Context: an optimization exercise on an open-source flow, tuned for small area, a short achievable clock period and few clock cycles per item. The choices shown serve that exercise and are no tape-out recipe. The RTL was checked by simulation tests, not by an equivalence proof against the original design. Power and IR drop assume default switching activity.

==> trial 93 <==
## positional_list_insert_remove
module positional_list_insert_remove (
	input  logic                             clk,
	input  logic                             arst_n,
	input  logic                             s_tvalid,
	output logic                             s_tready,
	input  logic [plir_pkg::IN_DATA_W-1:0]   s_tdata,
	input  logic                             s_tuser,
	output logic                             m_tvalid,
	input  logic                             m_tready,
	output logic [plir_pkg::OUT_DATA_W-1:0]  m_tdata,
	output logic [1:0]                       m_tuser
);
	localparam int N  = 64;
	localparam int W  = 32;
	localparam int RW = 2 + 7 + W;    
	localparam int QD = 4;            
	logic [6:0]           len_q;      
	logic [5:0]           head_q;     
	logic                 pol_q;      
	logic [W-1:0]         ring [N];
	logic                 ready;
	logic                 rdy_pop_q;  
	logic                 rdy_hold_q; 
	logic                 accept;
	logic                 is_ins;
	logic [6:0]           pos;
	logic [1:0]           st;
	logic                 ok, ins_do, rem_do;
	logic [6:0]           len_d;
	assign s_tready = ready;
  ...
make LEC_CHECK=0 CAP_MARGIN=20 CORE_MARGIN=2 CORE_UTILIZATION=30 PLACE_DENSITY=0.4 SETUP_SLACK_MARGIN=2.3 SLEW_MARGIN=20 finish   # period 5.0 ns
run.sh (not shown) runs the stock make flow with config.mk's settings and CLKGATE_MAP_FILE= SYNTH_SCRIPT=/design/flow/synth_recipe.tcl, a recipe that flattens the netlist after the stock synthesis.
==> build 78 (differences from trial 93) <==
--- a/flow/design.v
+++ b/flow/design.v
@@ -32,24 +32,23 @@
 	output logic                             m_tvalid,
 	input  logic                             m_tready,
 	output logic [plir_pkg::OUT_DATA_W-1:0]  m_tdata,
 	output logic [1:0]                       m_tuser
 );
 	localparam int N  = 64;
 	localparam int W  = 32;
 	localparam int RW = 2 + 7 + W;    
-	localparam int QD = 4;            
+	localparam int QD = 5;            
 	logic [6:0]           len_q;      
 	logic [5:0]           head_q;     
 	logic                 pol_q;      
 	logic [W-1:0]         ring [N];
 	logic                 ready;
-	logic                 rdy_pop_q;  
-	logic                 rdy_hold_q; 
+	logic                 ready_q;
 	logic                 accept;
 	logic                 is_ins;
 	logic [6:0]           pos;
 	logic [1:0]           st;
 	logic                 ok, ins_do, rem_do;
 	logic [6:0]           len_d;
 	assign s_tready = ready;
 	assign accept   = s_tvalid && ready;
@@ -158,30 +157,28 @@
 	end
 	assign res = {c_st, c_cnt, c_rem ? ((c_lo | c_hi) ^ {W{!pol_q}}) : {W{1'b0}}};
 	logic [QD-1:0]        qv;         
 	logic [RW-1:0]        qd [QD];
 	logic                 pop, push;
 	logic [QD-1:0]        qv_d;
 	logic [QD-1:0]        qv_p;       
 	logic [1:0]           inflight_d;
-	logic [QD-1:0]        qv_dp;      
 	assign pop  = qv[0] && m_tready;
 	assign push = c_valid;
 	assign qv_p = pop ? {1'b0, qv[QD-1:1]} : qv;
 	assign qv_d = push ? {qv_p[QD-2:0], 1'b1} : qv_p;
-	assign ready = m_tready ? rdy_pop_q : rdy_hold_q;
+	assign ready = ready_q;
 	assign inflight_d = {1'b0, accept} + {1'b0, a_valid} + {1'b0, b_valid};
-	assign qv_dp = {1'b0, qv_d[QD-1:1]};
 	function automatic logic room(input logic [QD-1:0] v, input logic [1:0] n);
 		case (n)
-			2'd0:    room = !v[3];
-			2'd1:    room = !v[2];
-			2'd2:    room = !v[1];
-			default: room = !v[0];
+			2'd0:    room = !v[4];
+			2'd1:    room = !v[3];
+			2'd2:    room = !v[2];
+			default: room = !v[1];
 		endcase
 	endfunction
 	always_ff @(posedge clk) begin
 		for (int k = 0; k < QD; k++) begin
 			if (pop) begin
 				qd[k] <= (k < QD-1 && qv[(k < QD-1) ? k+1 : k]) ? qd[(k < QD-1) ? k+1 : k] : res;
 			end else begin
 				qd[k] <= qv[k] ? qd[k] : res;
@@ -199,27 +196,25 @@
 			b_valid <= 1'b0;
 			b_rem   <= 1'b0;
 			c_valid <= 1'b0;
 			c_rem   <= 1'b0;
 			len_q   <= '0;
 			head_q  <= '0;
 			pol_q   <= 1'b0;
 			qv      <= '0;
-			rdy_pop_q  <= 1'b1;
-			rdy_hold_q <= 1'b1;
+			ready_q <= 1'b0;
 		end else begin
 			a_valid <= accept;
 			a_do    <= ins_do || rem_do;
 			a_rem   <= rem_do;
 			b_valid <= a_valid;
 			b_rem   <= a_rem;
 			c_valid <= b_valid;
 			c_rem   <= b_rem;
 			len_q   <= len_d;
 			head_q  <= head_d;
 			pol_q   <= !pol_q;
 			qv      <= qv_d;
-			rdy_pop_q  <= room(qv_dp, inflight_d);
-			rdy_hold_q <= room(qv_d, inflight_d);
+			ready_q <= room(qv_d, inflight_d);
 		end
 	end
 endmodule
CTS_CLUSTER_DIAMETER = 60   (was default)
CTS_CLUSTER_SIZE = 30   (was default)
SETUP_SLACK_MARGIN = 2.55   (was 2.3)
==> qor summary <==
Outcome: trial 93 timing/DRC/antenna clean; build 78 timing/DRC/antenna clean
Post-CTS repair timing setup buffer count: trial 93 3; build 78 18
Die H: trial 93 570 um; build 78 574 um
Routing usage on met2: trial 93 47.0%; build 78 51.7%
Async SR Flop Fraction: trial 93 1.04%; build 78 1.02%
Worst Path Required: trial 93 5.80 ns; build 78 4.00 ns
Post-synthesis share of cell area spent on and, or, nand and nor gates: trial 93 5.16%; build 78 5.11%
Clock group power: trial 93 22.5 mW; build 78 19.2 mW
HPWL after detailed placement: trial 93 307,000 um; build 78 319,000 um
Fraction of synthesized cell area taken by the top area cell type: trial 93 52.7%; build 78 52.8%
Total design power: trial 93 79.8 mW; build 78 88.3 mW
Clock Buffer Count: trial 93 440; build 78 252
Critical path fanouts, max: trial 93 30; build 78 1
Core region area: trial 93 319,000 um^2; build 78 324,000 um^2
Maximum ir drop on the vdd rail: trial 93 0.432 mV; build 78 0.441 mV
Testbench counts of trial 93, summed over its fixed seeds: cycles 8,032, items 8,000.
Testbench counts of build 78, summed over its fixed seeds: cycles 8,032, items 8,000.

what the ideal ports hide:
Ports are ideal in the flow. The routed layouts listed here were re-timed in OpenROAD. Step 1 sets driving cells, clkbuf_16 on the clock port and buf_2 on the other inputs (assumed; they add their load-dependent delay and slew). Step 2 times the ports against the registers' clock, not the clock port: input delays grow and output delays shrink by t, the midpoint of the rising clock arrivals with the driver on. Three values: ideal, step 1, step 2; two values: the first two.
run | shift t [ns] | setup slack, ns | latest minus earliest clock arrival (ns)
trial 93 | 1.023 | 2.284 / 2.237 / 1.421 | 0.063 / 0.063
build 78 | 1.054 | 2.390 / 2.281 / 1.599 | 0.072 / 0.072
After both steps every run listed still meets setup and hold. For trial 93, which loses most, drivers alone change the setup slack by -0.047 ns; drivers and shift together by -0.863 ns.
